What follows belongs to an exercise in optimizing a design on an open flow for small area, a short achievable clock period and few clock cycles per item; a production flow would make more cautious choices.
No functional check of the RTL was part of any run shown here.
Power figures rest on the tool's default switching activity, not on a simulated workload.

==> flow/design.v <==
`default_nettype none
package bicubic_pkg;
    localparam int PIX_W  = 8;
    localparam int FRAC_W = 8;    
    localparam int LEN_W  = 7;    
    typedef logic [PIX_W-1:0]  pix_t;
    typedef logic [FRAC_W-1:0] frac_t;
    typedef struct packed {
        pix_t p0;
        pix_t p1;
        pix_t p2;
        pix_t p3;
    } win_t;
    typedef struct packed {
        win_t  win;
        frac_t frac;
    } cubic_req_t;
    typedef enum logic [2:0] {
        ST_IDLE    = 3'd0,   
        ST_FILL    = 3'd1,   
        ST_DIVIDE  = 3'd2,   
        ST_ISSUE   = 3'd3,   
        ST_ADVANCE = 3'd4,   
        ST_DONE    = 3'd5    
    } ctrl_state_t;
endpackage
`default_nettype wire
`timescale 1ns/1ps
`default_nettype none
module csa_fa (input wire a, input wire b, input wire c, output wire s, output wire co);
    assign s  = a ^ b ^ c;
    assign co = (a & b) | (a & c) | (b & c);
endmodule
module csa_ha (input wire a, input wire b, output wire s, output wire co);
    assign s  = a ^ b;
    assign co = a & b;
endmodule
module bicubic_tree1 (
    input wire [10:0] au,
    input wire [7:0] x,
    input wire [11:0] b,
    output wire [11:0] ya,
    output wire [11:0] yb,
    output wire yc
);
    wire [19:0] e = {b, 8'd0} - {2'd0, x, 10'd0};
    wire t1;
    wire t2;
    wire t3;
    wire t4;
    wire t5;
    wire t6;
    wire t7;
    wire t8;
    wire t9;
    wire t10;
    wire t11;
    wire t12;
    wire t13;
    wire t14;
    wire t15;
    wire t16;
    wire t17;
    wire t18;
    wire t19;
    wire t20;
    wire t21;
    wire t22;
    wire t23;
    wire t24;
    wire t25;
    wire t26;
    wire t27;
    wire t28;
    wire t29;
    wire t30;
    wire t31;
    wire t32;
    wire t33;
    wire t34;
    wire t35;
    wire t36;
    wire t37;
    wire t38;
    wire t39;
    wire t40;
    wire t41;
    wire t42;
    wire t43;
    wire t44;
    wire t45;
    wire t46;
    wire t47;
    wire t48;
    wire t49;
    wire t50;
    wire t51;
    wire t52;
    wire t53;
    wire t54;
    wire t55;
    wire t56;
    wire t57;
    wire t58;
    wire t59;
    wire t60;
    wire t61;
    wire t62;
    wire t63;
    wire t64;
    wire t65;
    wire t66;
    wire t67;
    wire t68;
    wire t69;
    wire t70;
    wire t71;
    wire t72;
    wire t73;
    wire t74;
    wire t75;
    wire t76;
    wire t77;
    wire t78;
    wire t79;
    wire t80;
    wire t81;
    wire t82;
    wire t83;
    wire t84;
    wire t85;
    wire t86;
    wire t87;
    wire t88;
    wire t89;
    wire t90;
    wire t91;
    wire t92;
    wire t93;
    wire t94;
    wire t95;
    wire t96;
    wire t97;
    wire t98;
    wire t99;
    wire t100;
    wire t101;
    wire t102;
    wire t103;
    wire t104;
    wire t105;
    wire t106;
    wire t107;
    wire t108;
    wire t109;
    wire t110;
    wire t111;
    wire t112;
    wire t113;
    wire t114;
    wire t115;
    wire t116;
    wire t117;
    wire t118;
    wire t119;
    wire t120;
    wire t121;
    wire t122;
    wire t123;
    wire t124;
    wire t125;
    wire t126;
    wire t127;
    wire t128;
    wire t129;
    wire t130;
    wire t131;
    wire t132;
    wire t133;
    wire t134;
    wire t135;
    wire t136;
    wire t137;
    wire t138;
    wire t139;
    wire t140;
    wire t141;
    wire t142;
    wire t143;
    wire t144;
    wire t145;
    wire t146;
    wire t147;
    wire t148;
    wire t149;
    wire t150;
    wire t151;
    wire t152;
    wire t153;
    wire t154;
    csa_ha ht1 (.a((au[0] & x[5])), .b((au[1] & x[4])), .s(t1), .co(t2));
    csa_fa ft3 (.a((au[0] & x[6])), .b((au[1] & x[5])), .c((au[2] & x[4])), .s(t3), .co(t4));
    csa_ha ht5 (.a((au[3] & x[3])), .b((au[4] & x[2])), .s(t5), .co(t6));
    csa_fa ft7 (.a((au[0] & x[7])), .b((au[1] & x[6])), .c((au[2] & x[5])), .s(t7), .co(t8));
    csa_fa ft9 (.a((au[3] & x[4])), .b((au[4] & x[3])), .c((au[5] & x[2])), .s(t9), .co(t10));
    csa_ha ht11 (.a((au[6] & x[1])), .b((au[7] & x[0])), .s(t11), .co(t12));
    csa_fa ft13 (.a((au[1] & x[7])), .b((au[2] & x[6])), .c((au[3] & x[5])), .s(t13), .co(t14));
    csa_fa ft15 (.a((au[4] & x[4])), .b((au[5] & x[3])), .c((au[6] & x[2])), .s(t15), .co(t16));
    csa_fa ft17 (.a((au[7] & x[1])), .b((au[8] & x[0])), .c(e[8]), .s(t17), .co(t18));
    csa_fa ft19 (.a((au[2] & x[7])), .b((au[3] & x[6])), .c((au[4] & x[5])), .s(t19), .co(t20));
    csa_fa ft21 (.a((au[5] & x[4])), .b((au[6] & x[3])), .c((au[7] & x[2])), .s(t21), .co(t22));
    csa_fa ft23 (.a((au[8] & x[1])), .b((au[9] & x[0])), .c(e[9]), .s(t23), .co(t24));
    csa_fa ft25 (.a((au[10] & x[0])), .b((au[3] & x[7])), .c((au[4] & x[6])), .s(t25), .co(t26));
    csa_fa ft27 (.a((au[5] & x[5])), .b((au[6] & x[4])), .c((au[7] & x[3])), .s(t27), .co(t28));
    csa_fa ft29 (.a((au[8] & x[2])), .b((au[9] & x[1])), .c(e[10]), .s(t29), .co(t30));
    csa_fa ft31 (.a((au[10] & x[1])), .b((au[4] & x[7])), .c((au[5] & x[6])), .s(t31), .co(t32));
    csa_fa ft33 (.a((au[6] & x[5])), .b((au[7] & x[4])), .c((au[8] & x[3])), .s(t33), .co(t34));
    csa_ha ht35 (.a((au[9] & x[2])), .b(e[11]), .s(t35), .co(t36));
    csa_fa ft37 (.a((au[10] & x[2])), .b((au[5] & x[7])), .c((au[6] & x[6])), .s(t37), .co(t38));
    csa_fa ft39 (.a((au[7] & x[5])), .b((au[8] & x[4])), .c((au[9] & x[3])), .s(t39), .co(t40));
    csa_fa ft41 (.a((au[10] & x[3])), .b((au[6] & x[7])), .c((au[7] & x[6])), .s(t41), .co(t42));
    csa_ha ht43 (.a((au[0] & x[3])), .b((au[1] & x[2])), .s(t43), .co(t44));
    csa_fa ft45 (.a((au[0] & x[4])), .b((au[1] & x[3])), .c((au[2] & x[2])), .s(t45), .co(t46));
    csa_ha ht47 (.a((au[3] & x[1])), .b((au[4] & x[0])), .s(t47), .co(t48));
    csa_fa ft49 (.a((au[2] & x[3])), .b((au[3] & x[2])), .c((au[4] & x[1])), .s(t49), .co(t50));
    csa_fa ft51 (.a((au[5] & x[0])), .b(t1), .c(e[5]), .s(t51), .co(t52));
    csa_fa ft53 (.a((au[5] & x[1])), .b((au[6] & x[0])), .c(t2), .s(t53), .co(t54));
    csa_fa ft55 (.a(t5), .b(t3), .c(e[6]), .s(t55), .co(t56));
    csa_fa ft57 (.a(t6), .b(t11), .c(t4), .s(t57), .co(t58));
    csa_fa ft59 (.a(t7), .b(t9), .c(e[7]), .s(t59), .co(t60));
    csa_fa ft61 (.a(t12), .b(t10), .c(t8), .s(t61), .co(t62));
    csa_fa ft63 (.a(t13), .b(t15), .c(t17), .s(t63), .co(t64));
    csa_fa ft65 (.a(t14), .b(t16), .c(t19), .s(t65), .co(t66));
    csa_fa ft67 (.a(t21), .b(t18), .c(t23), .s(t67), .co(t68));
    csa_fa ft69 (.a(t20), .b(t22), .c(t25), .s(t69), .co(t70));
    csa_fa ft71 (.a(t27), .b(t24), .c(t29), .s(t71), .co(t72));
    csa_fa ft73 (.a(t26), .b(t28), .c(t31), .s(t73), .co(t74));
    csa_fa ft75 (.a(t33), .b(t35), .c(t30), .s(t75), .co(t76));
    csa_fa ft77 (.a(t32), .b(t34), .c(t37), .s(t77), .co(t78));
    csa_fa ft79 (.a(t39), .b(e[12]), .c(t36), .s(t79), .co(t80));
    csa_fa ft81 (.a((au[8] & x[5])), .b((au[9] & x[4])), .c(t38), .s(t81), .co(t82));
    csa_fa ft83 (.a(t40), .b(t41), .c(e[13]), .s(t83), .co(t84));
    csa_fa ft85 (.a((au[10] & x[4])), .b((au[7] & x[7])), .c((au[8] & x[6])), .s(t85), .co(t86));
    csa_fa ft87 (.a((au[9] & x[5])), .b(t42), .c(e[14]), .s(t87), .co(t88));
    csa_fa ft89 (.a((au[10] & x[5])), .b((au[8] & x[7])), .c((au[9] & x[6])), .s(t89), .co(t90));
    csa_ha ht91 (.a((au[0] & x[2])), .b((au[1] & x[1])), .s(t91), .co(t92));
    csa_fa ft93 (.a((au[2] & x[1])), .b((au[3] & x[0])), .c(t43), .s(t93), .co(t94));
    csa_fa ft95 (.a(t44), .b(t47), .c(t45), .s(t95), .co(t96));
    csa_fa ft97 (.a(t48), .b(t46), .c(t49), .s(t97), .co(t98));
    csa_fa ft99 (.a(t50), .b(t53), .c(t52), .s(t99), .co(t100));
    csa_fa ft101 (.a(t54), .b(t57), .c(t56), .s(t101), .co(t102));
    csa_fa ft103 (.a(t58), .b(t61), .c(t60), .s(t103), .co(t104));
    csa_fa ft105 (.a(t62), .b(t65), .c(t64), .s(t105), .co(t106));
    csa_fa ft107 (.a(t66), .b(t69), .c(t68), .s(t107), .co(t108));
    csa_fa ft109 (.a(t70), .b(t73), .c(t72), .s(t109), .co(t110));
    csa_fa ft111 (.a(t74), .b(t77), .c(t79), .s(t111), .co(t112));
    csa_fa ft113 (.a(t81), .b(t78), .c(t83), .s(t113), .co(t114));
    csa_fa ft115 (.a(t85), .b(t82), .c(t84), .s(t115), .co(t116));
    csa_fa ft117 (.a(t86), .b(t89), .c(e[15]), .s(t117), .co(t118));
    csa_fa ft119 (.a((au[10] & x[6])), .b((au[9] & x[7])), .c(t90), .s(t119), .co(t120));
    csa_ha ht121 (.a((au[0] & x[1])), .b((au[1] & x[0])), .s(t121), .co(t122));
    csa_fa ft123 (.a((au[2] & x[0])), .b(t91), .c(e[2]), .s(t123), .co(t124));
    csa_fa ft125 (.a(t92), .b(e[3]), .c(t93), .s(t125), .co(t126));
    csa_fa ft127 (.a(t94), .b(e[4]), .c(t95), .s(t127), .co(t128));
    csa_fa ft129 (.a(t96), .b(t97), .c(t51), .s(t129), .co(t130));
    csa_fa ft131 (.a(t98), .b(t55), .c(t99), .s(t131), .co(t132));
    csa_fa ft133 (.a(t59), .b(t100), .c(t101), .s(t133), .co(t134));
    csa_fa ft135 (.a(t102), .b(t103), .c(t63), .s(t135), .co(t136));
    csa_fa ft137 (.a(t104), .b(t67), .c(t105), .s(t137), .co(t138));
    csa_fa ft139 (.a(t71), .b(t106), .c(t107), .s(t139), .co(t140));
    csa_fa ft141 (.a(t75), .b(t108), .c(t109), .s(t141), .co(t142));
    csa_fa ft143 (.a(t76), .b(t111), .c(t110), .s(t143), .co(t144));
    csa_fa ft145 (.a(t80), .b(t113), .c(t112), .s(t145), .co(t146));
    csa_fa ft147 (.a(t87), .b(t114), .c(t115), .s(t147), .co(t148));
    csa_fa ft149 (.a(t88), .b(t117), .c(t116), .s(t149), .co(t150));
    csa_fa ft151 (.a(e[16]), .b(t119), .c(t118), .s(t151), .co(t152));
    csa_fa ft153 (.a((au[10] & x[7])), .b(e[17]), .c(t120), .s(t153), .co(t154));
    wire [19:0] ra = {e[19], t154, t152, t150, t148, t146, t144, t142, t140, t138, t136, t134, t132, t130, t128, t126, t124, t122, t121, (au[0] & x[0])};
    wire [19:0] rb = {1'b0, e[18], t153, t151, t149, t147, t145, t143, t141, t139, t137, t135, t133, t131, t129, t127, t125, t123, e[1], e[0]};
    wire [8:0] lo = {1'b0, ra[7:0]} + {1'b0, rb[7:0]};
    assign ya = ra[19:8];
    assign yb = rb[19:8];
    assign yc = lo[8];
endmodule
module bicubic_tree2 (
    input wire [11:0] hu,
    input wire [7:0] x,
    input wire [8:0] c,
    output wire [10:0] ya,
    output wire [10:0] yb,
    output wire yc
);
    wire [18:0] e = {{2{c[8]}}, c, 8'd0} - {x, 11'd0};
    wire t1;
    wire t2;
    wire t3;
    wire t4;
    wire t5;
    wire t6;
    wire t7;
    wire t8;
    wire t9;
    wire t10;
    wire t11;
    wire t12;
    wire t13;
    wire t14;
    wire t15;
    wire t16;
    wire t17;
    wire t18;
    wire t19;
    wire t20;
    wire t21;
    wire t22;
    wire t23;
    wire t24;
    wire t25;
    wire t26;
    wire t27;
    wire t28;
    wire t29;
    wire t30;
    wire t31;
    wire t32;
    wire t33;
    wire t34;
    wire t35;
    wire t36;
    wire t37;
    wire t38;
    wire t39;
    wire t40;
    wire t41;
    wire t42;
    wire t43;
    wire t44;
    wire t45;
    wire t46;
    wire t47;
    wire t48;
    wire t49;
    wire t50;
    wire t51;
    wire t52;
    wire t53;
    wire t54;
    wire t55;
    wire t56;
    wire t57;
    wire t58;
    wire t59;
    wire t60;
    wire t61;
    wire t62;
    wire t63;
    wire t64;
    wire t65;
    wire t66;
    wire t67;
    wire t68;
    wire t69;
    wire t70;
    wire t71;
    wire t72;
    wire t73;
    wire t74;
    wire t75;
    wire t76;
    wire t77;
    wire t78;
    wire t79;
    wire t80;
    wire t81;
    wire t82;
    wire t83;
    wire t84;
    wire t85;
    wire t86;
    wire t87;
    wire t88;
    wire t89;
    wire t90;
    wire t91;
    wire t92;
    wire t93;
    wire t94;
    wire t95;
    wire t96;
    wire t97;
    wire t98;
    wire t99;
    wire t100;
    wire t101;
    wire t102;
    wire t103;
    wire t104;
    wire t105;
    wire t106;
    wire t107;
    wire t108;
    wire t109;
    wire t110;
    wire t111;
    wire t112;
    wire t113;
    wire t114;
    wire t115;
    wire t116;
    wire t117;
    wire t118;
    wire t119;
    wire t120;
    wire t121;
    wire t122;
    wire t123;
    wire t124;
    wire t125;
    wire t126;
    wire t127;
    wire t128;
    wire t129;
    wire t130;
    wire t131;
    wire t132;
    wire t133;
    wire t134;
    wire t135;
    wire t136;
    wire t137;
    wire t138;
    wire t139;
    wire t140;
    wire t141;
    wire t142;
    wire t143;
    wire t144;
    wire t145;
    wire t146;
    wire t147;
    wire t148;
    wire t149;
    wire t150;
    wire t151;
    wire t152;
    wire t153;
    wire t154;
    wire t155;
    wire t156;
    wire t157;
    wire t158;
    wire t159;
    wire t160;
    wire t161;
    wire t162;
    wire t163;
    wire t164;
    wire t165;
    wire t166;
    wire t167;
    wire t168;
    csa_ha ht1 (.a(e[5]), .b((hu[0] & x[5])), .s(t1), .co(t2));
    csa_fa ft3 (.a(e[6]), .b((hu[0] & x[6])), .c((hu[1] & x[5])), .s(t3), .co(t4));
    csa_ha ht5 (.a((hu[2] & x[4])), .b((hu[3] & x[3])), .s(t5), .co(t6));
    csa_fa ft7 (.a(e[7]), .b((hu[0] & x[7])), .c((hu[1] & x[6])), .s(t7), .co(t8));
    csa_fa ft9 (.a((hu[2] & x[5])), .b((hu[3] & x[4])), .c((hu[4] & x[3])), .s(t9), .co(t10));
    csa_ha ht11 (.a((hu[5] & x[2])), .b((hu[6] & x[1])), .s(t11), .co(t12));
    csa_fa ft13 (.a(e[8]), .b((hu[1] & x[7])), .c((hu[2] & x[6])), .s(t13), .co(t14));
    csa_fa ft15 (.a((hu[3] & x[5])), .b((hu[4] & x[4])), .c((hu[5] & x[3])), .s(t15), .co(t16));
    csa_fa ft17 (.a((hu[6] & x[2])), .b((hu[7] & x[1])), .c((hu[8] & x[0])), .s(t17), .co(t18));
    csa_fa ft19 (.a(e[9]), .b((hu[2] & x[7])), .c((hu[3] & x[6])), .s(t19), .co(t20));
    csa_fa ft21 (.a((hu[4] & x[5])), .b((hu[5] & x[4])), .c((hu[6] & x[3])), .s(t21), .co(t22));
    csa_fa ft23 (.a((hu[7] & x[2])), .b((hu[8] & x[1])), .c((hu[9] & x[0])), .s(t23), .co(t24));
    csa_fa ft25 (.a(e[10]), .b((hu[10] & x[0])), .c((hu[3] & x[7])), .s(t25), .co(t26));
    csa_fa ft27 (.a((hu[4] & x[6])), .b((hu[5] & x[5])), .c((hu[6] & x[4])), .s(t27), .co(t28));
    csa_fa ft29 (.a((hu[7] & x[3])), .b((hu[8] & x[2])), .c((hu[9] & x[1])), .s(t29), .co(t30));
    csa_fa ft31 (.a(e[11]), .b((hu[10] & x[1])), .c((hu[11] & x[0])), .s(t31), .co(t32));
    csa_fa ft33 (.a((hu[4] & x[7])), .b((hu[5] & x[6])), .c((hu[6] & x[5])), .s(t33), .co(t34));
    csa_fa ft35 (.a((hu[7] & x[4])), .b((hu[8] & x[3])), .c((hu[9] & x[2])), .s(t35), .co(t36));
    csa_fa ft37 (.a(e[12]), .b((hu[10] & x[2])), .c((hu[11] & x[1])), .s(t37), .co(t38));
    csa_fa ft39 (.a((hu[5] & x[7])), .b((hu[6] & x[6])), .c((hu[7] & x[5])), .s(t39), .co(t40));
    csa_ha ht41 (.a((hu[8] & x[4])), .b((hu[9] & x[3])), .s(t41), .co(t42));
    csa_fa ft43 (.a(e[13]), .b((hu[10] & x[3])), .c((hu[11] & x[2])), .s(t43), .co(t44));
    csa_fa ft45 (.a((hu[6] & x[7])), .b((hu[7] & x[6])), .c((hu[8] & x[5])), .s(t45), .co(t46));
    csa_fa ft47 (.a(e[14]), .b((hu[10] & x[4])), .c((hu[11] & x[3])), .s(t47), .co(t48));
    csa_ha ht49 (.a(e[3]), .b((hu[0] & x[3])), .s(t49), .co(t50));
    csa_fa ft51 (.a(e[4]), .b((hu[0] & x[4])), .c((hu[1] & x[3])), .s(t51), .co(t52));
    csa_ha ht53 (.a((hu[2] & x[2])), .b((hu[3] & x[1])), .s(t53), .co(t54));
    csa_fa ft55 (.a((hu[1] & x[4])), .b((hu[2] & x[3])), .c((hu[3] & x[2])), .s(t55), .co(t56));
    csa_fa ft57 (.a((hu[4] & x[1])), .b((hu[5] & x[0])), .c(t1), .s(t57), .co(t58));
    csa_fa ft59 (.a((hu[4] & x[2])), .b((hu[5] & x[1])), .c((hu[6] & x[0])), .s(t59), .co(t60));
    csa_fa ft61 (.a(t2), .b(t5), .c(t3), .s(t61), .co(t62));
    csa_fa ft63 (.a((hu[7] & x[0])), .b(t6), .c(t11), .s(t63), .co(t64));
    csa_fa ft65 (.a(t4), .b(t7), .c(t9), .s(t65), .co(t66));
    csa_fa ft67 (.a(t12), .b(t10), .c(t8), .s(t67), .co(t68));
    csa_fa ft69 (.a(t13), .b(t15), .c(t17), .s(t69), .co(t70));
    csa_fa ft71 (.a(t14), .b(t16), .c(t18), .s(t71), .co(t72));
    csa_fa ft73 (.a(t19), .b(t21), .c(t23), .s(t73), .co(t74));
    csa_fa ft75 (.a(t20), .b(t22), .c(t24), .s(t75), .co(t76));
    csa_fa ft77 (.a(t25), .b(t27), .c(t29), .s(t77), .co(t78));
    csa_fa ft79 (.a(t26), .b(t28), .c(t30), .s(t79), .co(t80));
    csa_fa ft81 (.a(t31), .b(t33), .c(t35), .s(t81), .co(t82));
    csa_fa ft83 (.a(t41), .b(t32), .c(t34), .s(t83), .co(t84));
    csa_fa ft85 (.a(t36), .b(t37), .c(t39), .s(t85), .co(t86));
    csa_fa ft87 (.a((hu[9] & x[4])), .b(t42), .c(t38), .s(t87), .co(t88));
    csa_fa ft89 (.a(t40), .b(t43), .c(t45), .s(t89), .co(t90));
    csa_fa ft91 (.a((hu[7] & x[7])), .b((hu[8] & x[6])), .c((hu[9] & x[5])), .s(t91), .co(t92));
    csa_fa ft93 (.a(t44), .b(t46), .c(t47), .s(t93), .co(t94));
    csa_fa ft95 (.a(e[15]), .b((hu[10] & x[5])), .c((hu[11] & x[4])), .s(t95), .co(t96));
    csa_fa ft97 (.a((hu[8] & x[7])), .b((hu[9] & x[6])), .c(t48), .s(t97), .co(t98));
    csa_fa ft99 (.a(e[16]), .b((hu[10] & x[6])), .c((hu[11] & x[5])), .s(t99), .co(t100));
    csa_ha ht101 (.a(e[2]), .b((hu[0] & x[2])), .s(t101), .co(t102));
    csa_fa ft103 (.a((hu[1] & x[2])), .b((hu[2] & x[1])), .c((hu[3] & x[0])), .s(t103), .co(t104));
    csa_fa ft105 (.a((hu[4] & x[0])), .b(t50), .c(t53), .s(t105), .co(t106));
    csa_fa ft107 (.a(t54), .b(t52), .c(t55), .s(t107), .co(t108));
    csa_fa ft109 (.a(t56), .b(t59), .c(t58), .s(t109), .co(t110));
    csa_fa ft111 (.a(t60), .b(t63), .c(t62), .s(t111), .co(t112));
    csa_fa ft113 (.a(t64), .b(t66), .c(t67), .s(t113), .co(t114));
    csa_fa ft115 (.a(t68), .b(t70), .c(t71), .s(t115), .co(t116));
    csa_fa ft117 (.a(t72), .b(t74), .c(t75), .s(t117), .co(t118));
    csa_fa ft119 (.a(t76), .b(t78), .c(t79), .s(t119), .co(t120));
    csa_fa ft121 (.a(t80), .b(t82), .c(t83), .s(t121), .co(t122));
    csa_fa ft123 (.a(t84), .b(t86), .c(t87), .s(t123), .co(t124));
    csa_fa ft125 (.a(t91), .b(t88), .c(t90), .s(t125), .co(t126));
    csa_fa ft127 (.a(t92), .b(t95), .c(t94), .s(t127), .co(t128));
    csa_fa ft129 (.a((hu[9] & x[7])), .b(t96), .c(t99), .s(t129), .co(t130));
    csa_fa ft131 (.a(e[17]), .b((hu[10] & x[7])), .c((hu[11] & x[6])), .s(t131), .co(t132));
    csa_ha ht133 (.a(e[1]), .b((hu[0] & x[1])), .s(t133), .co(t134));
    csa_fa ft135 (.a((hu[1] & x[1])), .b((hu[2] & x[0])), .c(t101), .s(t135), .co(t136));
    csa_fa ft137 (.a(t102), .b(t49), .c(t103), .s(t137), .co(t138));
    csa_fa ft139 (.a(t104), .b(t51), .c(t105), .s(t139), .co(t140));
    csa_fa ft141 (.a(t106), .b(t57), .c(t107), .s(t141), .co(t142));
    csa_fa ft143 (.a(t108), .b(t61), .c(t109), .s(t143), .co(t144));
    csa_fa ft145 (.a(t65), .b(t110), .c(t111), .s(t145), .co(t146));
    csa_fa ft147 (.a(t69), .b(t112), .c(t113), .s(t147), .co(t148));
    csa_fa ft149 (.a(t73), .b(t114), .c(t115), .s(t149), .co(t150));
    csa_fa ft151 (.a(t77), .b(t116), .c(t117), .s(t151), .co(t152));
    csa_fa ft153 (.a(t81), .b(t118), .c(t119), .s(t153), .co(t154));
    csa_fa ft155 (.a(t85), .b(t120), .c(t121), .s(t155), .co(t156));
    csa_fa ft157 (.a(t89), .b(t122), .c(t123), .s(t157), .co(t158));
    csa_fa ft159 (.a(t93), .b(t124), .c(t125), .s(t159), .co(t160));
    csa_fa ft161 (.a(t97), .b(t126), .c(t127), .s(t161), .co(t162));
    csa_fa ft163 (.a(t98), .b(t129), .c(t128), .s(t163), .co(t164));
    csa_fa ft165 (.a(t100), .b(t131), .c(t130), .s(t165), .co(t166));
    csa_fa ft167 (.a(e[18]), .b((hu[11] & x[7])), .c(t132), .s(t167), .co(t168));
    wire [18:0] ra = {t166, t164, t162, t160, t158, t156, t154, t152, t150, t148, t146, t144, t142, t140, t138, t136, t134, t133, e[0]};
    wire [18:0] rb = {t167, t165, t163, t161, t159, t157, t155, t153, t151, t149, t147, t145, t143, t141, t139, t137, t135, (hu[1] & x[0]), (hu[0] & x[0])};
    wire [8:0] lo = {1'b0, ra[7:0]} + {1'b0, rb[7:0]};
    assign ya = ra[18:8];
    assign yb = rb[18:8];
    assign yc = lo[8];
endmodule
module bicubic_tree3 (
    input wire [10:0] hu,
    input wire [7:0] x,
    input wire [7:0] p,
    output wire [9:0] ya,
    output wire [9:0] yb,
    output wire yc
);
    wire [18:0] e = {2'd0, p, 9'h100} - {1'd0, x, 10'd0};
    wire t1;
    wire t2;
    wire t3;
    wire t4;
    wire t5;
    wire t6;
    wire t7;
    wire t8;
    wire t9;
    wire t10;
    wire t11;
    wire t12;
    wire t13;
    wire t14;
    wire t15;
    wire t16;
    wire t17;
    wire t18;
    wire t19;
    wire t20;
    wire t21;
    wire t22;
    wire t23;
    wire t24;
    wire t25;
    wire t26;
    wire t27;
    wire t28;
    wire t29;
    wire t30;
    wire t31;
    wire t32;
    wire t33;
    wire t34;
    wire t35;
    wire t36;
    wire t37;
    wire t38;
    wire t39;
    wire t40;
    wire t41;
    wire t42;
    wire t43;
    wire t44;
    wire t45;
    wire t46;
    wire t47;
    wire t48;
    wire t49;
    wire t50;
    wire t51;
    wire t52;
    wire t53;
    wire t54;
    wire t55;
    wire t56;
    wire t57;
    wire t58;
    wire t59;
    wire t60;
    wire t61;
    wire t62;
    wire t63;
    wire t64;
    wire t65;
    wire t66;
    wire t67;
    wire t68;
    wire t69;
    wire t70;
    wire t71;
    wire t72;
    wire t73;
    wire t74;
    wire t75;
    wire t76;
    wire t77;
    wire t78;
    wire t79;
    wire t80;
    wire t81;
    wire t82;
    wire t83;
    wire t84;
    wire t85;
    wire t86;
    wire t87;
    wire t88;
    wire t89;
    wire t90;
    wire t91;
    wire t92;
    wire t93;
    wire t94;
    wire t95;
    wire t96;
    wire t97;
    wire t98;
    wire t99;
    wire t100;
    wire t101;
    wire t102;
    wire t103;
    wire t104;
    wire t105;
    wire t106;
    wire t107;
    wire t108;
    wire t109;
    wire t110;
    wire t111;
    wire t112;
    wire t113;
    wire t114;
    wire t115;
    wire t116;
    wire t117;
    wire t118;
    wire t119;
    wire t120;
    wire t121;
    wire t122;
    wire t123;
    wire t124;
    wire t125;
    wire t126;
    wire t127;
    wire t128;
    wire t129;
    wire t130;
    wire t131;
    wire t132;
    wire t133;
    wire t134;
    wire t135;
    wire t136;
    wire t137;
    wire t138;
    wire t139;
    wire t140;
    wire t141;
    wire t142;
    wire t143;
    wire t144;
    wire t145;
    wire t146;
    wire t147;
    wire t148;
    wire t149;
    wire t150;
    wire t151;
    wire t152;
    wire t153;
    wire t154;
    csa_ha ht1 (.a(e[5]), .b((hu[0] & x[5])), .s(t1), .co(t2));
    csa_fa ft3 (.a(e[6]), .b((hu[0] & x[6])), .c((hu[1] & x[5])), .s(t3), .co(t4));
    csa_ha ht5 (.a((hu[2] & x[4])), .b((hu[3] & x[3])), .s(t5), .co(t6));
    csa_fa ft7 (.a(e[7]), .b((hu[0] & x[7])), .c((hu[1] & x[6])), .s(t7), .co(t8));
    csa_fa ft9 (.a((hu[2] & x[5])), .b((hu[3] & x[4])), .c((hu[4] & x[3])), .s(t9), .co(t10));
    csa_ha ht11 (.a((hu[5] & x[2])), .b((hu[6] & x[1])), .s(t11), .co(t12));
    csa_fa ft13 (.a(e[8]), .b((hu[1] & x[7])), .c((hu[2] & x[6])), .s(t13), .co(t14));
    csa_fa ft15 (.a((hu[3] & x[5])), .b((hu[4] & x[4])), .c((hu[5] & x[3])), .s(t15), .co(t16));
    csa_fa ft17 (.a((hu[6] & x[2])), .b((hu[7] & x[1])), .c((hu[8] & x[0])), .s(t17), .co(t18));
    csa_fa ft19 (.a(e[9]), .b((hu[2] & x[7])), .c((hu[3] & x[6])), .s(t19), .co(t20));
    csa_fa ft21 (.a((hu[4] & x[5])), .b((hu[5] & x[4])), .c((hu[6] & x[3])), .s(t21), .co(t22));
    csa_fa ft23 (.a((hu[7] & x[2])), .b((hu[8] & x[1])), .c((hu[9] & x[0])), .s(t23), .co(t24));
    csa_fa ft25 (.a(e[10]), .b((hu[10] & x[0])), .c((hu[3] & x[7])), .s(t25), .co(t26));
    csa_fa ft27 (.a((hu[4] & x[6])), .b((hu[5] & x[5])), .c((hu[6] & x[4])), .s(t27), .co(t28));
    csa_fa ft29 (.a((hu[7] & x[3])), .b((hu[8] & x[2])), .c((hu[9] & x[1])), .s(t29), .co(t30));
    csa_fa ft31 (.a(e[11]), .b((hu[10] & x[1])), .c((hu[4] & x[7])), .s(t31), .co(t32));
    csa_fa ft33 (.a((hu[5] & x[6])), .b((hu[6] & x[5])), .c((hu[7] & x[4])), .s(t33), .co(t34));
    csa_ha ht35 (.a((hu[8] & x[3])), .b((hu[9] & x[2])), .s(t35), .co(t36));
    csa_fa ft37 (.a(e[12]), .b((hu[10] & x[2])), .c((hu[5] & x[7])), .s(t37), .co(t38));
    csa_fa ft39 (.a((hu[6] & x[6])), .b((hu[7] & x[5])), .c((hu[8] & x[4])), .s(t39), .co(t40));
    csa_fa ft41 (.a(e[13]), .b((hu[10] & x[3])), .c((hu[6] & x[7])), .s(t41), .co(t42));
    csa_ha ht43 (.a(e[3]), .b((hu[0] & x[3])), .s(t43), .co(t44));
    csa_fa ft45 (.a(e[4]), .b((hu[0] & x[4])), .c((hu[1] & x[3])), .s(t45), .co(t46));
    csa_ha ht47 (.a((hu[2] & x[2])), .b((hu[3] & x[1])), .s(t47), .co(t48));
    csa_fa ft49 (.a((hu[1] & x[4])), .b((hu[2] & x[3])), .c((hu[3] & x[2])), .s(t49), .co(t50));
    csa_fa ft51 (.a((hu[4] & x[1])), .b((hu[5] & x[0])), .c(t1), .s(t51), .co(t52));
    csa_fa ft53 (.a((hu[4] & x[2])), .b((hu[5] & x[1])), .c((hu[6] & x[0])), .s(t53), .co(t54));
    csa_fa ft55 (.a(t2), .b(t5), .c(t3), .s(t55), .co(t56));
    csa_fa ft57 (.a((hu[7] & x[0])), .b(t6), .c(t11), .s(t57), .co(t58));
    csa_fa ft59 (.a(t4), .b(t7), .c(t9), .s(t59), .co(t60));
    csa_fa ft61 (.a(t12), .b(t10), .c(t8), .s(t61), .co(t62));
    csa_fa ft63 (.a(t13), .b(t15), .c(t17), .s(t63), .co(t64));
    csa_fa ft65 (.a(t14), .b(t16), .c(t18), .s(t65), .co(t66));
    csa_fa ft67 (.a(t19), .b(t21), .c(t23), .s(t67), .co(t68));
    csa_fa ft69 (.a(t20), .b(t22), .c(t24), .s(t69), .co(t70));
    csa_fa ft71 (.a(t25), .b(t27), .c(t29), .s(t71), .co(t72));
    csa_fa ft73 (.a(t35), .b(t26), .c(t28), .s(t73), .co(t74));
    csa_fa ft75 (.a(t30), .b(t31), .c(t33), .s(t75), .co(t76));
    csa_fa ft77 (.a((hu[9] & x[3])), .b(t36), .c(t32), .s(t77), .co(t78));
    csa_fa ft79 (.a(t34), .b(t37), .c(t39), .s(t79), .co(t80));
    csa_fa ft81 (.a((hu[7] & x[6])), .b((hu[8] & x[5])), .c((hu[9] & x[4])), .s(t81), .co(t82));
    csa_fa ft83 (.a(t38), .b(t40), .c(t41), .s(t83), .co(t84));
    csa_fa ft85 (.a(e[14]), .b((hu[10] & x[4])), .c((hu[7] & x[7])), .s(t85), .co(t86));
    csa_fa ft87 (.a((hu[8] & x[6])), .b((hu[9] & x[5])), .c(t42), .s(t87), .co(t88));
    csa_fa ft89 (.a(e[15]), .b((hu[10] & x[5])), .c((hu[8] & x[7])), .s(t89), .co(t90));
    csa_ha ht91 (.a(e[2]), .b((hu[0] & x[2])), .s(t91), .co(t92));
    csa_fa ft93 (.a((hu[1] & x[2])), .b((hu[2] & x[1])), .c((hu[3] & x[0])), .s(t93), .co(t94));
    csa_fa ft95 (.a((hu[4] & x[0])), .b(t44), .c(t47), .s(t95), .co(t96));
    csa_fa ft97 (.a(t48), .b(t46), .c(t49), .s(t97), .co(t98));
    csa_fa ft99 (.a(t50), .b(t53), .c(t52), .s(t99), .co(t100));
    csa_fa ft101 (.a(t54), .b(t57), .c(t56), .s(t101), .co(t102));
    csa_fa ft103 (.a(t58), .b(t60), .c(t61), .s(t103), .co(t104));
    csa_fa ft105 (.a(t62), .b(t64), .c(t65), .s(t105), .co(t106));
    csa_fa ft107 (.a(t66), .b(t68), .c(t69), .s(t107), .co(t108));
    csa_fa ft109 (.a(t70), .b(t72), .c(t73), .s(t109), .co(t110));
    csa_fa ft111 (.a(t74), .b(t76), .c(t77), .s(t111), .co(t112));
    csa_fa ft113 (.a(t81), .b(t78), .c(t80), .s(t113), .co(t114));
    csa_fa ft115 (.a(t82), .b(t85), .c(t84), .s(t115), .co(t116));
    csa_fa ft117 (.a((hu[9] & x[6])), .b(t86), .c(t89), .s(t117), .co(t118));
    csa_fa ft119 (.a(e[16]), .b((hu[10] & x[6])), .c((hu[9] & x[7])), .s(t119), .co(t120));
    csa_ha ht121 (.a(e[1]), .b((hu[0] & x[1])), .s(t121), .co(t122));
    csa_fa ft123 (.a((hu[1] & x[1])), .b((hu[2] & x[0])), .c(t91), .s(t123), .co(t124));
    csa_fa ft125 (.a(t92), .b(t43), .c(t93), .s(t125), .co(t126));
    csa_fa ft127 (.a(t94), .b(t45), .c(t95), .s(t127), .co(t128));
    csa_fa ft129 (.a(t96), .b(t51), .c(t97), .s(t129), .co(t130));
    csa_fa ft131 (.a(t98), .b(t55), .c(t99), .s(t131), .co(t132));
    csa_fa ft133 (.a(t59), .b(t100), .c(t101), .s(t133), .co(t134));
    csa_fa ft135 (.a(t63), .b(t102), .c(t103), .s(t135), .co(t136));
    csa_fa ft137 (.a(t67), .b(t104), .c(t105), .s(t137), .co(t138));
    csa_fa ft139 (.a(t71), .b(t106), .c(t107), .s(t139), .co(t140));
    csa_fa ft141 (.a(t75), .b(t108), .c(t109), .s(t141), .co(t142));
    csa_fa ft143 (.a(t79), .b(t110), .c(t111), .s(t143), .co(t144));
    csa_fa ft145 (.a(t83), .b(t112), .c(t113), .s(t145), .co(t146));
    csa_fa ft147 (.a(t87), .b(t114), .c(t115), .s(t147), .co(t148));
    csa_fa ft149 (.a(t88), .b(t117), .c(t116), .s(t149), .co(t150));
    csa_fa ft151 (.a(t90), .b(t119), .c(t118), .s(t151), .co(t152));
    csa_fa ft153 (.a(e[17]), .b((hu[10] & x[7])), .c(t120), .s(t153), .co(t154));
    wire [18:0] ra = {t154, t152, t150, t148, t146, t144, t142, t140, t138, t136, t134, t132, t130, t128, t126, t124, t122, t121, e[0]};
    wire [18:0] rb = {e[18], t153, t151, t149, t147, t145, t143, t141, t139, t137, t135, t133, t131, t129, t127, t125, t123, (hu[1] & x[0]), (hu[0] & x[0])};
    wire [9:0] lo = {1'b0, ra[8:0]} + {1'b0, rb[8:0]};
    assign ya = ra[18:9];
    assign yb = rb[18:9];
    assign yc = lo[9];
endmodule
`default_nettype wire
`timescale 1ns/1ps
`default_nettype none
module bicubic_resampler #(
    parameter int LEN_W = bicubic_pkg::LEN_W
) (
    input  wire logic              CLK,
    input  wire logic              RST,
    input  wire logic              start_i,
    input  wire logic [LEN_W-1:0]  src_len_i,
    input  wire logic [LEN_W-1:0]  dst_len_i,
    input  wire logic              src_valid_i,
    input  wire bicubic_pkg::pix_t src_pix_i,
    output logic                   src_ready_o,
    output logic                   out_valid_o,
    output bicubic_pkg::pix_t      out_pix_o,
    input  wire logic              out_ready_i,
    output logic                   done_o
);
    localparam int QN = 5;   
    logic             busy;        
    logic             done_r;
    logic [LEN_W-1:0] den;         
    logic [LEN_W-1:0] src_left;    
    logic             sl_nz;       
    logic [LEN_W-1:0] out_left;    
    logic             ol_nz;       
    logic             k8;          
    logic             loaded;      
    logic             filling;     
    logic [1:0]       fsh;         
    logic             out0;        
    logic             prep;        
    logic [QN-1:0]    oc;          
    logic [LEN_W-1:0] rem;
    logic [1:0]       dcnt;
    logic             ddone;
    logic [6:0]       kk;          
    logic [7:0]       kq;          
    logic [LEN_W-1:0] rr;          
    logic [LEN_W-1:0] dmr;         
    logic [7:0]       xr;          
    logic [7:0]       xn;          
    logic [LEN_W-1:0] en;          
    logic             sh;          
    logic [7:0]         p1, p2, p3;
    logic signed [10:0] ca;
    logic signed [11:0] cb;
    logic signed [8:0]  cc;
    logic start_go, pop, iss0, issr, iss, run, need, step, take, win_sh;
    logic [7:0] npix;
    logic [7:0] x_in;
    assign start_go = start_i && !busy;
    assign pop      = out_valid_o && out_ready_i;
    assign run  = prep && ol_nz && !oc[QN-1];
    assign need = sh && sl_nz;
    assign src_ready_o = (filling && sl_nz) || (run && need);
    assign take = src_ready_o && src_valid_i;
    assign step = filling && (!sl_nz || src_valid_i);     
    assign iss0 = busy && loaded && !out0;
    assign issr = run && (!need || src_valid_i);
    assign iss  = iss0 || issr;
    assign win_sh = (step && loaded) || (issr && sh);
    assign npix = sl_nz ? src_pix_i : p3;
    assign x_in = out0 ? xr : 8'd0;
    logic [LEN_W+1:0] sd;          
    logic [LEN_W-1:0] r1, r2;
    logic [LEN_W:0]   t1, t2;
    logic             q1, q2;
    always_comb begin
        sd = {1'b0, src_len_i, 1'b0} + {2'b01, ~dst_len_i};
        t1 = {rem, 1'b0};
        q1 = (t1 >= {1'b0, den});
        r1 = q1 ? LEN_W'(t1 - {1'b0, den}) : t1[LEN_W-1:0];
        t2 = {r1, 1'b0};
        q2 = (t2 >= {1'b0, den});
        r2 = q2 ? LEN_W'(t2 - {1'b0, den}) : t2[LEN_W-1:0];
    end
    logic       ecar;
    logic [8:0] xsum;
    logic [9:0] xcs;
    always_comb begin
        ecar = (en >= dmr);
        xcs  = {1'b0, xn, 1'b1} + {1'b0, kq, ecar};
        xsum = xcs[9:1];
    end
    logic busy_n, out0_n, ddone_n, filling_n, fin;
    always_comb begin
        fin       = pop && oc[0] && !oc[1] && !ol_nz;     
        busy_n    = start_go || (busy && !fin);
        out0_n    = !start_go && (out0 || iss0);
        ddone_n   = !start_go && (ddone || dcnt == 2'd3);
        filling_n = start_go || (filling && !(step && loaded && fsh == 2'd1));
    end
    always_ff @(posedge CLK) begin
        if (RST) begin
            busy    <= 1'b0;
            done_r  <= 1'b0;
            oc      <= '0;
            filling <= 1'b0;
            prep    <= 1'b0;
        end else begin
            busy    <= busy_n;
            filling <= filling_n;
            prep    <= busy_n && out0_n && ddone_n && !filling_n;
            if (start_go) done_r <= 1'b0;
            else if (fin) done_r <= 1'b1;
            if (iss && !pop) oc <= {oc[QN-2:0], 1'b1};
            else if (!iss && pop) oc <= {1'b0, oc[QN-1:1]};
        end
    end
    always_ff @(posedge CLK) begin
        out0  <= out0_n;
        ddone <= ddone_n;
        if (start_go) begin
            den      <= dst_len_i - 1'b1;
            rem      <= sd[LEN_W+1] ? sd[LEN_W-1:0] : LEN_W'({src_len_i, 1'b0} - 2'd2);
            kk       <= {6'd0, sd[LEN_W+1]};
            k8       <= (src_len_i == dst_len_i);
            src_left <= src_len_i;
            sl_nz    <= 1'b1;
            out_left <= dst_len_i;
            ol_nz    <= 1'b1;
            loaded   <= 1'b0;
            fsh      <= (src_len_i == dst_len_i) ? 2'd3 : 2'd2;
            dcnt     <= 2'd0;
        end else begin
            if (take) begin
                src_left <= src_left - 1'b1;
                sl_nz    <= (src_left != LEN_W'(1));
            end
            if (iss) begin
                out_left <= out_left - 1'b1;
                ol_nz    <= (out_left != LEN_W'(1));
            end
            if (step) begin
                loaded <= 1'b1;
                if (loaded) fsh <= fsh - 1'b1;
            end
            if (!ddone) begin
                dcnt <= dcnt + 1'b1;
                rem  <= r2;
                kk   <= {kk[4:0], q1, q2};
            end
        end
    end
    always_ff @(posedge CLK) begin
        if (!ddone && dcnt == 2'd3) begin
            kq  <= k8 ? 8'd0 : {kk, q1};
            rr  <= k8 ? '0 : r1;
            dmr <= k8 ? den : LEN_W'(den - r1);
            xr  <= k8 ? 8'd0 : {kk, q1};
            xn  <= k8 ? 8'd0 : {kk[5:0], q1, q2};
            en  <= k8 ? '0 : r2;
            sh  <= k8 | kk[6];
        end else if (issr) begin
            xr <= xn;
            xn <= xsum[7:0];
            en <= ecar ? LEN_W'(en - dmr) : LEN_W'(en + rr);
            sh <= xsum[8] | k8;
        end
    end
    logic signed [10:0] pa;
    logic signed [11:0] pb;
    logic signed [8:0]  pc;
    bicubic_coef u_coef (.p1(p1), .p2(p2), .p3(p3), .pa(pa), .pb(pb), .pc(pc));
    always_ff @(posedge CLK) begin
        if (step && !loaded) begin
            p1 <= src_pix_i;
            p2 <= src_pix_i;
            p3 <= src_pix_i;
            ca <= '0;
            cb <= '0;
            cc <= '0;
        end else if (win_sh) begin
            p1 <= p2;
            p2 <= p3;
            p3 <= npix;
            ca <= pa + $signed({3'b0, npix});
            cb <= pb - $signed({4'b0, npix});
            cc <= pc;
        end
    end
    logic               v1, v2, v3;
    logic [11:0]        r1a, r1b;
    logic               r1c;
    logic [10:0]        r2a, r2b;
    logic               r2c;
    logic [9:0]         r3a, r3b;
    logic               r3c;
    logic signed [8:0]  c1;
    logic [7:0]         pp1, pp2;
    logic [7:0]         x1, x2;
    logic [11:0] t1a, t1b;
    logic        t1c;
    logic [10:0] t2a, t2b;
    logic        t2c;
    logic [9:0]  t3a, t3b;
    logic        t3c;
    logic [12:0] h1c;
    logic [11:0] h2c;
    logic [10:0] y3c;
    logic [11:0] h1;
    logic [10:0] h2;
    logic [9:0]  y3;
    logic [7:0]  res;
    bicubic_tree1 u_t1 (.au({~ca[10], ca[9:0]}), .x(x_in), .b(cb), .ya(t1a), .yb(t1b), .yc(t1c));
    assign h1c = {r1a, 1'b1} + {r1b, r1c};
    assign h1  = h1c[12:1];
    bicubic_tree2 u_t2 (.hu({~h1[11], h1[10:0]}), .x(x1), .c(c1), .ya(t2a), .yb(t2b), .yc(t2c));
    assign h2c = {r2a, 1'b1} + {r2b, r2c};
    assign h2  = h2c[11:1];
    bicubic_tree3 u_t3 (.hu({~h2[10], h2[9:0]}), .x(x2), .p(pp2), .ya(t3a), .yb(t3b), .yc(t3c));
    assign y3c = {r3a, 1'b1} + {r3b, r3c};
    assign y3  = y3c[10:1];
    assign res = y3[9] ? 8'd0 : (y3[8] ? 8'hff : y3[7:0]);
    always_ff @(posedge CLK) begin
        if (RST) begin
            v1 <= 1'b0;
            v2 <= 1'b0;
            v3 <= 1'b0;
        end else begin
            v1 <= iss;
            v2 <= v1;
            v3 <= v2;
        end
    end
    always_ff @(posedge CLK) begin
        r1a <= t1a;
        r1b <= t1b;
        r1c <= t1c;
        c1  <= cc;
        pp1 <= p1;
        x1  <= x_in;
        r2a <= t2a;
        r2b <= t2b;
        r2c <= t2c;
        pp2 <= pp1;
        x2  <= x1;
        r3a <= t3a;
        r3b <= t3b;
        r3c <= t3c;
    end
    logic [7:0] qe [QN];
    logic [QN-1:0] qv;
    logic [7:0] se [QN];
    logic [QN-1:0] sv;
    always_comb begin
        for (int i = 0; i < QN; i++) begin
            sv[i] = pop ? ((i + 1 < QN) ? qv[(i + 1) % QN] : 1'b0) : qv[i];
            se[i] = pop ? ((i + 1 < QN) ? qe[(i + 1) % QN] : qe[i]) : qe[i];
        end
    end
    always_ff @(posedge CLK) begin
        for (int i = 0; i < QN; i++) begin
            if (RST) begin
                qv[i] <= 1'b0;
            end else begin
                qv[i] <= sv[i] || (v3 && (i == 0 || sv[(i + QN - 1) % QN]));
            end
            qe[i] <= (v3 && !sv[i] && (i == 0 || sv[(i + QN - 1) % QN])) ? res : se[i];
        end
    end
    assign out_valid_o = qv[0];
    assign out_pix_o   = qe[0];
    assign done_o      = done_r;
endmodule
module bicubic_coef (
    input  wire logic [7:0]         p1,
    input  wire logic [7:0]         p2,
    input  wire logic [7:0]         p3,
    output logic signed [10:0]      pa,
    output logic signed [11:0]      pb,
    output logic signed [8:0]       pc
);
    assign pa = 11'sd3 * $signed({3'b0, p2}) - $signed({3'b0, p1}) - 11'sd3 * $signed({3'b0, p3});
    assign pb = 12'sd2 * $signed({4'b0, p1}) - 12'sd5 * $signed({4'b0, p2}) + 12'sd4 * $signed({4'b0, p3});
    assign pc = $signed({1'b0, p3}) - $signed({1'b0, p1});
endmodule
`default_nettype wire
==> flow/run.sh <==
#!/bin/bash
# synth_recipe.tcl (not shown) runs the flow's synth.tcl, then flattens the netlist and writes it again
# the make line also repeats each setting of config.mk as NAME=value (left out here)
make -C /OpenROAD-flow-scripts/flow DESIGN_CONFIG=/design/flow/config.mk WORK_HOME=/design/flow/orfs CLKGATE_MAP_FILE= SYNTH_SCRIPT=/design/flow/synth_recipe.tcl finish
==> flow/config.mk <==
export PLATFORM = sky130hd
export DESIGN_NAME = bicubic_resampler
export DESIGN_NICKNAME = bicubic_resampler
export VERILOG_FILES = /design/flow/design.v
export SDC_FILE = /design/flow/constraint.sdc
export NUM_CORES = 4
export LEC_CHECK = 0
export ABC_CLOCK_PERIOD_IN_PS = 4000
export CAP_MARGIN = 20
export CORE_MARGIN = 2
export CORE_UTILIZATION = 40
export SETUP_SLACK_MARGIN = 5
export SLEW_MARGIN = 20
export SYNTH_HIERARCHICAL = 1
==> flow/constraint.sdc <==
create_clock -name core_clock -period 10.0 [get_ports {CLK}]
set_input_delay 2.0000 -clock core_clock [delete_from_list [all_inputs] [get_ports {CLK}]]
set_output_delay 2.0000 -clock core_clock [all_outputs]
set_load 0.01 [all_outputs]
==> results of run 1 <==
[worst max-delay path: cells and delay by family (launching register included)]
family	cells	cell delay (ns)
XOR/XNOR	3	0.43
flip-flops	1	0.47
adder cells (fa/ha/maj)	6	2.11
AO/OA/AOI/OAI	6	0.93
AND/OR/NAND/NOR	3	0.69
buffers and inverters	2	0.11
[sequential cells by signal, summed over array words and instances, names as in the netlist, 9 cells and up]
register,count
c1,9
ca,11
cb,12
cc,9
qe,40
r1a,12
r1b,12
r2a,11
r2b,11
r3a,10
r3b,10
[repair_timing]
| item | 4_1_cts | 5_1_grt |
|---|---|---|
| setup buffers | 3 | 12 |
| hold buffers | 0 | 0 |
| pin swaps | 1 | 16 |
| endpoints found under the setup margin | 4 | 21 |
| endpoints found under the hold margin | 0 | 0 |
| gates resized for setup | 5 | 25 |
[area by class of cell]
type / instances / area [um2]
Antenna cell: 1 / 2.50
Clock buffer: 55 / 1110
Clock inverter: 13 / 134
Fill cell: 6039 / 35200
Inverter: 205 / 769
Multi-Input combinational cell: 1855 / 16500
Sequential cell: 314 / 7710
Tap cell: 846 / 1060
Timing Repair Buffer: 61 / 567
[logic make-up after synthesis]
kind of cell    Yosys count  synth area share, %
flops                   314                 30.2
fa+ha+maj               472                 30.7
simple gates            765                 15.7
mux                      69                 2.94
xor+xnor                135                 4.64
compound gates          391                 9.71
other cells               5               0.0736
buf+inv                 335                 5.95
[path summary, 6_finish.rpt]
check | to | depth (start not counted) | startpoint | slack [ns]
setup / recovery | ca[10] | 20 | p3[0] | 5.14
hold / removal | pp2[5] | 0 | pp1[5] | 0.33
setup reg to reg | ca[10] | 20 | p3[0] | 5.14
hold reg to reg | pp2[5] | 0 | pp1[5] | 0.33
[power breakdown]
group	total [mW]	leakage, nW	switching, mW	internal, mW
Sequential	1.89	2.74	0.196	1.70
Clock	1.38	0.607	0.557	0.824
Combinational	3.75	9.13	2.14	1.60
[layer usage]
layer | wire [um] | GRT usage (%)
met1 | 25600 | 22.7
met2 | 27000 | 29.7
met3 | 2140 | 2.39
met4 | 1710 | 6.09
met5 | 0 | 0
[cells in the final DEF, fill, tap and decap left out, types with 8 or more instances in the layout]
cell,n
a21oi_1,132
nand3_1,23
xnor2_1,88
fa_1,257
and3_1,9
a21o_1,28
edfxtp_1,142
ha_1,209
or2_2,9
a31oi_1,8
nor2b_1,40
o31a_1,10
and2_1,281
clkbuf_1,10
xor2_1,43
nor2_1,117
mux2_2,38
inv_1,204
o21ai_0,86
mux2i_1,30
nor3_1,35
a21oi_2,8
a211oi_1,10
nand2_1,186
o21a_1,30
o21bai_1,9
or3_1,8
nand2b_1,18
conb_1,23
clkbuf_16,40
buf_4,22
clkdlybuf4s50_1,37
dfxtp_1,172
[per-module statistics from Yosys, one instance, submodules excluded]
module / copies in the design / cells inside / area [um2] / flip-flops and latches
csa_ha: 24 / 1 / 12.5 / 0
bicubic_tree2: 1 / 186 / 1230 / 0
csa_fa: 214 / 1 / 20.0 / 0
bicubic_tree1: 1 / 183 / 1240 / 0
bicubic_coef: 1 / 274 / 2310 / 0
bicubic_resampler: 1 / 1424 / 14900 / 314
bicubic_tree3: 1 / 181 / 1240 / 0
==> results.txt, run 1 <==
status=no timing/DRC/antenna violations; fin cells=3350; Num CTS Buffers=38; Slew Limit Fails=0; H-tree depth=2; CP max FO=6; Initial Util=40.4%; Post-synth top cells=and2_1 (281), fa_1 (258), ha_1 (214); GPL Wtd Cong=0.877; Tightest Pin Transition=about 1 ns; Root Buffer Master=clkbuf_16; Tcrit/Tclk final=48.6%; maximum vdd drop=0.137 mV; post-synth top area cell=fa_1; register bit count reported by yosys=314; Post-synth top flop=dfxtp_1; mean post-synth cell area=10.3 um2; final design utilization=~44%; GR Overflow Total=0; Die ar.=65800 um2; GR Util All Layers=17.4%; Nets=approximately 3000; ranking of synthesized cells by area=fa_1 (20%), edfxtp_1 (17%), dfxtp_1 (13%), ha_1 (10%), and2_1 (6.9%); Longest Clk Path Bufs=3; min Tclk post-route=4.86 ns; RSZ-0062 raised after global routing=yes; pre-CTS setup slack=around 4.6 ns; final hold slack=approximately 0.33 ns; post-route ant nets=0; fin worst setup slack=5.14 ns; Vias=16954; core footprint=approximately 63000 um2; Synth top area share=20.2%; sequential area share after synthesis=30.2%; crit path max-delay cell type=fa_1; Initial DRC Count=around 990; die extent in y=257 um; final total power=7.02 mW; DRT Pass-1 Iters=5; I/O Buffers=37; Final TNS setup=0 ns; min-delay worst type=reg2reg; TritonCTS clock tree=built; critical path startpoint category=flip-flop; post-synthesis instance total=2486; Setup violations, final=0; worst path cell trace=ha_4, fa_2, a21o_1, a21oi_4, xnor2_2, fa_1, inv_1, fa_1, inv_1, ha_4, and2_4, a2111oi_4, xnor2_1, ha_1, or3_4, o21ai_2, a21oi_2, nand3_1, xor2_1, a21oi_1; WL/cell=between 15 and 20 um; Worst-path clk slew=0.06 ns; die width=roughly 260 um; Post-DP Area=roughly 26000 um2; # DRC=0; Async S/R FF share, synth=0%; dpl hpwl=43400 um; initial antenna violation count=3; Slew headroom=around a third; IO Count=38; Mapped Area=around 26000 um2; share of cells above drive strength 1=7.11%; CP peak stage delay=0.49 ns; leakage=12.5 nW; number of synthesized flops with an enable pin=142; skew final=between 0.03 and 0.04 ns; WP data required=10.42 ns; Setup Crit Path Kind=reg2reg; FP Rows=92; max-cap violations=0; Design Area, Final=27900 um2; first-pass GRT wire length=between 90000 and 100000 um; DR vias/cell=5.06; power density cells=about 250 nW/um2; final-report hold violation count=0; clk sinks=314; number of global-route vias before repair=18058; Worst-Skew Late Latency=0.56 ns; top-count cell post-synth=and2_1; Area Growth Syn to Fin=9.24%; Post-Route WL=56400 um; Yosys cell types=77; largest net degree at the start of global routing=43; CP arrival=5.28 ns; Inst Count DP=3266; Fmax=0.206 GHz; Yosys warnings=9; CP endpoint kind=flip-flop
==> run 2: changes to the inputs <==
--- a/flow/design.v
+++ b/flow/design.v
@@ -38,12 +38,13 @@
 module bicubic_tree1 (
     input wire [10:0] au,
     input wire [7:0] x,
-    input wire [11:0] b,
+    input wire [10:0] a,
+    input wire [9:0] s,
     output wire [11:0] ya,
     output wire [11:0] yb,
     output wire yc
 );
-    wire [19:0] e = {b, 8'd0} - {2'd0, x, 10'd0};
+    wire [19:0] e = {{2{s[9]}}, s, 8'd0} - {a[10], a, 8'd0} - {2'd0, x, 10'd0};
     wire t1;
     wire t2;
     wire t3;
@@ -831,10 +832,8 @@
     logic             out0;        
     logic             prep;        
     logic [QN-1:0]    oc;          
-    logic [LEN_W-1:0] rem;
     logic [1:0]       dcnt;
     logic             ddone;
-    logic [6:0]       kk;          
     logic [7:0]       kq;          
     logic [LEN_W-1:0] rr;          
     logic [LEN_W-1:0] dmr;         
@@ -844,7 +843,7 @@
     logic             sh;          
     logic [7:0]         p1, p2, p3;
     logic signed [10:0] ca;
-    logic signed [11:0] cb;
+    logic signed [9:0]  cs;        
     logic signed [8:0]  cc;
     logic start_go, pop, iss0, issr, iss, run, need, step, take, win_sh;
     logic [7:0] npix;
@@ -868,7 +867,7 @@
     logic             q1, q2;
     always_comb begin
         sd = {1'b0, src_len_i, 1'b0} + {2'b01, ~dst_len_i};
-        t1 = {rem, 1'b0};
+        t1 = {en, 1'b0};
         q1 = (t1 >= {1'b0, den});
         r1 = q1 ? LEN_W'(t1 - {1'b0, den}) : t1[LEN_W-1:0];
         t2 = {r1, 1'b0};
@@ -913,8 +912,6 @@
         ddone <= ddone_n;
         if (start_go) begin
             den      <= dst_len_i - 1'b1;
-            rem      <= sd[LEN_W+1] ? sd[LEN_W-1:0] : LEN_W'({src_len_i, 1'b0} - 2'd2);
-            kk       <= {6'd0, sd[LEN_W+1]};
             k8       <= (src_len_i == dst_len_i);
             src_left <= src_len_i;
             sl_nz    <= 1'b1;
@@ -936,22 +933,24 @@
                 loaded <= 1'b1;
                 if (loaded) fsh <= fsh - 1'b1;
             end
-            if (!ddone) begin
-                dcnt <= dcnt + 1'b1;
-                rem  <= r2;
-                kk   <= {kk[4:0], q1, q2};
-            end
+            if (!ddone) dcnt <= dcnt + 1'b1;
         end
     end
     always_ff @(posedge CLK) begin
-        if (!ddone && dcnt == 2'd3) begin
-            kq  <= k8 ? 8'd0 : {kk, q1};
+        if (start_go) begin
+            en <= sd[LEN_W+1] ? sd[LEN_W-1:0] : LEN_W'({src_len_i, 1'b0} - 2'd2);
+            kq <= {7'd0, sd[LEN_W+1]};
+        end else if (!ddone && dcnt != 2'd3) begin
+            en <= r2;
+            kq <= {kq[5:0], q1, q2};
+        end else if (!ddone) begin
+            kq  <= k8 ? 8'd0 : {kq[6:0], q1};
             rr  <= k8 ? '0 : r1;
             dmr <= k8 ? den : LEN_W'(den - r1);
-            xr  <= k8 ? 8'd0 : {kk, q1};
-            xn  <= k8 ? 8'd0 : {kk[5:0], q1, q2};
+            xr  <= k8 ? 8'd0 : {kq[6:0], q1};
+            xn  <= k8 ? 8'd0 : {kq[5:0], q1, q2};
             en  <= k8 ? '0 : r2;
-            sh  <= k8 | kk[6];
+            sh  <= k8 | kq[6];
         end else if (issr) begin
             xr <= xn;
             xn <= xsum[7:0];
@@ -960,23 +959,23 @@
         end
     end
     logic signed [10:0] pa;
-    logic signed [11:0] pb;
+    logic signed [9:0]  ps;
     logic signed [8:0]  pc;
-    bicubic_coef u_coef (.p1(p1), .p2(p2), .p3(p3), .pa(pa), .pb(pb), .pc(pc));
+    bicubic_coef u_coef (.p1(p1), .p2(p2), .p3(p3), .pa(pa), .ps(ps), .pc(pc));
     always_ff @(posedge CLK) begin
         if (step && !loaded) begin
             p1 <= src_pix_i;
             p2 <= src_pix_i;
             p3 <= src_pix_i;
             ca <= '0;
-            cb <= '0;
+            cs <= '0;
             cc <= '0;
         end else if (win_sh) begin
             p1 <= p2;
             p2 <= p3;
             p3 <= npix;
             ca <= pa + $signed({3'b0, npix});
-            cb <= pb - $signed({4'b0, npix});
+            cs <= ps;
             cc <= pc;
         end
     end
@@ -1003,7 +1002,7 @@
     logic [10:0] h2;
     logic [9:0]  y3;
     logic [7:0]  res;
-    bicubic_tree1 u_t1 (.au({~ca[10], ca[9:0]}), .x(x_in), .b(cb), .ya(t1a), .yb(t1b), .yc(t1c));
+    bicubic_tree1 u_t1 (.au({~ca[10], ca[9:0]}), .x(x_in), .a(ca), .s(cs), .ya(t1a), .yb(t1b), .yc(t1c));
     assign h1c = {r1a, 1'b1} + {r1b, r1c};
     assign h1  = h1c[12:1];
     bicubic_tree2 u_t2 (.hu({~h1[11], h1[10:0]}), .x(x1), .c(c1), .ya(t2a), .yb(t2b), .yc(t2c));
@@ -1069,11 +1068,11 @@
     input  wire logic [7:0]         p2,
     input  wire logic [7:0]         p3,
     output logic signed [10:0]      pa,
-    output logic signed [11:0]      pb,
+    output logic signed [9:0]       ps,
     output logic signed [8:0]       pc
 );
     assign pa = 11'sd3 * $signed({3'b0, p2}) - $signed({3'b0, p1}) - 11'sd3 * $signed({3'b0, p3});
-    assign pb = 12'sd2 * $signed({4'b0, p1}) - 12'sd5 * $signed({4'b0, p2}) + 12'sd4 * $signed({4'b0, p3});
+    assign ps = $signed({2'b0, p1}) - 10'sd2 * $signed({2'b0, p2}) + $signed({2'b0, p3});
     assign pc = $signed({1'b0, p3}) - $signed({1'b0, p1});
 endmodule
 `default_nettype wire
--- a/flow/config.mk
+++ b/flow/config.mk
@@ -5,7 +5,7 @@
 export SDC_FILE = /design/flow/constraint.sdc
 export NUM_CORES = 4
 export LEC_CHECK = 0
-export ABC_CLOCK_PERIOD_IN_PS = 4000
+export ABC_CLOCK_PERIOD_IN_PS = 3000
 export CAP_MARGIN = 20
 export CORE_MARGIN = 2
 export CORE_UTILIZATION = 40
==> results.txt, run 2 <==
min Tclk post-route=4.75 ns (was 4.86 ns); CP arrival=5.18 ns (was 5.28 ns); CP endpoint kind=flip-flop (unchanged); H-tree depth=2 (unchanged); Vias=16895 (was 16954); post-synthesis instance total=2488 (was 2486); Reg2Reg Launch Point=r1c (was p3[0]); CP peak stage delay=0.62 ns (was 0.49 ns); R2R setup slack=5.25 ns (was 5.14 ns); max-cap violations=0 (unchanged); sequential area share after synthesis=29.1% (was 30.2%); Num CTS Buffers=37 (was 38); core footprint=61600 um2 (was 63100 um2); Post-synth top cells=and2_1 (278), fa_1 (257), nand2_1 (208) (was and2_1 (281), fa_1 (258), ha_1 (214)); RSZ-0062 raised after global routing=yes (unchanged); Post-synth top flop=dfxtp_1 (unchanged); initial antenna violation count=0 (was 3); Reg with most FFs=qe (unchanged); I/O Buffers=37 (unchanged); # DRC=0 (unchanged); Buf/Inv on CP=1 (was 2); Setup violations, final=0 (unchanged); Initial Util=40.4% (about the same); DRT Pass-1 Iters=7 (was 5); Hold Path Depth=0 (unchanged); commonest non-fill, non-tap cell in the layout=and2_1 (unchanged); first-pass GRT wire length=90900 um (was 93700 um); largest delay contributor family on the critical path=adder cells (unchanged); Mapped Area=24900 um2 (was 25500 um2); Fmax=0.211 GHz (was 0.206 GHz); Slew headroom=31.6% (was 33.7%); Hold Path End=pp2[5] (unchanged); Tcrit/Tclk final=47.5% (was 48.6%); crit path max-delay cell type=xnor2_1 (was fa_1); Tightest Pin Transition=1.02 ns (was 0.993 ns); WP data required=10.43 ns (was 10.42 ns); power density cells=271 nW/um2 (was 252 nW/um2); most frequent cells in the layout=and2_1 (278), fa_1 (257), nand2_1 (207), inv_1 (207), ha_1 (201) (was and2_1 (281), fa_1 (257), ha_1 (209)); FP Rows=91 (was 92); number of synthesized flops with an enable pin=127 (was 142); Design Area, Final=27100 um2 (was 27900 um2); dpl hpwl=41900 um (was 43400 um); GR Util All Layers=17.6% (was 17.4%); die width=253 um (was 257 um); CP max FO=8 (was 6); mean post-synth cell area=10.0 um2 (was 10.3 um2); Nets=2952 (was 2974); Yosys cell types=86 (was 77); IO Count=38 (unchanged); Die ar.=64200 um2 (was 65800 um2); GR Overflow Total=0 (unchanged); die extent in y=253 um (was 257 um); Async S/R FF share, synth=0% (unchanged); count of hold-fix buffers inserted at cts=0 (unchanged); number of flip-flops in the largest register=40 (unchanged); Yosys warnings=9 (unchanged); Hold Startpoint=pp1[5] (unchanged); ant diodes=0 (was 1); GPL Wtd Cong=0.864 (was 0.877); final-report hold violation count=0 (unchanged); TritonCTS clock tree=built (unchanged); WL/cell=16.3 um (was 16.8 um); final hold slack=0.325 ns (was 0.326 ns); critical path startpoint category=flip-flop (unchanged); Synth top area share=20.7% (was 20.2%); status=no timing/DRC/antenna violations (unchanged); Top Registers=qe (40), r1a (12), r1b (12); skew final=0.0197 ns (was 0.0308 ns); Post-DP Area=25700 um2 (was 26300 um2); register bit count reported by yosys=298 (was 314); worst path cell trace=inv_1, fa_1, nor2b_1, o21a_1, o21ai_0, nand2b_1, a21oi_1, xnor2_1, and2_1, ha_1, fa_1, fa_1, fa_1, ha_1, nand3_1, o21ai_0 (was ha_4, fa_2, a21o_1, a21oi_4, xnor2_2, fa_1, inv_1, fa_1, inv_1, ha_4, and2_4, a2111oi_4, xnor2_1, ha_1, or3_4, o21ai_2, a21oi_2, nand3_1, xor2_1, a21oi_1)
[run 2: cell count changes after synthesis, sizes merged, moves of 5 or more]
cell / before / now
a22o: 1 / 13
ha: 214 / 201
nand3: 23 / 35
o21bai: 9 / 15
o21a: 30 / 22
o31a: 10 / 5
edfxtp: 142 / 127
xor2: 46 / 40
o21ai: 93 / 120
and3: 10 / 3
nand2: 187 / 208
nor2b: 42 / 29
mux2i: 31 / 16
mux2: 38 / 24
[run 2: metal layers]
metal | vias to the layer above | wire length, um | GRT usage (%)
li1 | 8228 | - | -
met1 | 8314 | 24700 | 22.6
met2 | 263 | 26700 | 30.5
met3 | 90 | 1690 | 2.15
met4 | 0 | 1490 | 5.85
met5 | - | 0 | 0
[run 2: through the flow]
| step | utilization (%) | instances | setup slack, ns |
|---|---|---|---|
| 6_report | 44.0 | 3333 | 5.25 |
| 5_1_grt | 44.0 | 3333 | 4.99 |
| 4_1_cts | 43.9 | 3328 | 5.17 |
| 3_5_place_dp | 41.8 | 3260 | 5.16 |
| 3_3_place_gp | 41.8 | 3260 | 5.22 |
| 2_1_floorplan | - | 2506 | 5.55 |
[run 2: worst reg2reg max path: stages (launching register included)]
cell      delay, ns
dfxtp_1        0.41
inv_1          0.08
fa_1           0.40
nor2b_1        0.13
o21a_1         0.14
o21ai_0        0.12
nand2b_1       0.12
a21oi_1        0.09
xnor2_1        0.62
and2_1         0.23
ha_1           0.27
fa_1           0.47
fa_1           0.53
fa_1           0.43
ha_1           0.31
nand3_1        0.07
o21ai_0        0.22
[run 2: worst max path at each step]
stage / startpoint / slack, ns / end / cells after the start
4_1_cts: r2a[0] / 5.17 / r3c / 17
6_report: r1c / 5.25 / r2c / 16
3_3_place_gp: start_i / 5.22 / dmr[1] / 6
3_5_place_dp: dst_len_i[2] / 5.16 / en[5] / 10
5_1_grt: p3[0] / 4.99 / ca[9] / 21
2_1_floorplan: p3[1] / 5.55 / ca[10] / 20
[run 2: cells by family after synthesis]
logic type,share of synthesized area [%]
other,0.0754
adders and majority gates,30.8
and+or+nand+nor,16.0
DFF,29.1
xor gates and xnor gates,4.68
buffers and inverters,6.18
AOI/OAI and AO/OA,11.5
muxes,1.73
[run 2: final cells by class]
cell class                 instances  area (um2)
fill                            5857       34500
multi-input combinational       1866       16200
sequential                       298        7240
clock buffer                      47        1060
tap                              837        1050
inverter                         208         781
timing repair buffer              56         513
clock inverter                    21         234
[run 2: where the power goes]
group          switching (mW)  internal (mW)
Sequential              0.217           1.60
Clock                   0.541          0.859
Combinational            2.41           1.72
Total                    3.16           4.17
[run 2: timing repair]
item / in CTS / in global routing
setup buffers: 0 / 5
gates resized for setup: 0 / 6
setup endpoints to repair: 0 / 3
[run 2: Yosys stat by module, one instance, submodules excluded]
module	area (um2)	flip-flops and latches
bicubic_resampler	14200	298
bicubic_coef	2030	0
bicubic_tree1	1640	0
bicubic_tree3	1240	0
bicubic_tree2	1230	0
csa_fa	20.0	0
csa_ha	12.5	0

-- static timing again, ports no longer ideal --
Ports are ideal in the flow. The routed layouts listed here were re-timed in OpenROAD.
Step 1: set_driving_cell puts a clkbuf_16 on CLK and a buf_2 on each other input, an assumption about the parent block.
Step 2 adds t to the input delays and takes it off the output delays; t is the mean of the earliest and latest rising clock arrival at the registers after step 1. Input paths then give back, and output paths get back, about the clock's delay inside the block.
a / b / c = ideal ports / drivers / drivers and shift; a / b = the first two.
run | t, ns | setup WS [ns] | worst register clock-pin slew, ns
run 1 | 0.605 | 5.140 / 5.140 / 4.905 | 0.07 / 0.07
run 2 | 0.590 | 5.251 / 5.251 / 5.175 | 0.06 / 0.06
After both steps setup and hold are still met in every run listed. For run 1, which loses most, drivers alone change the setup slack by 0.000 ns; drivers and shift together by -0.235 ns.
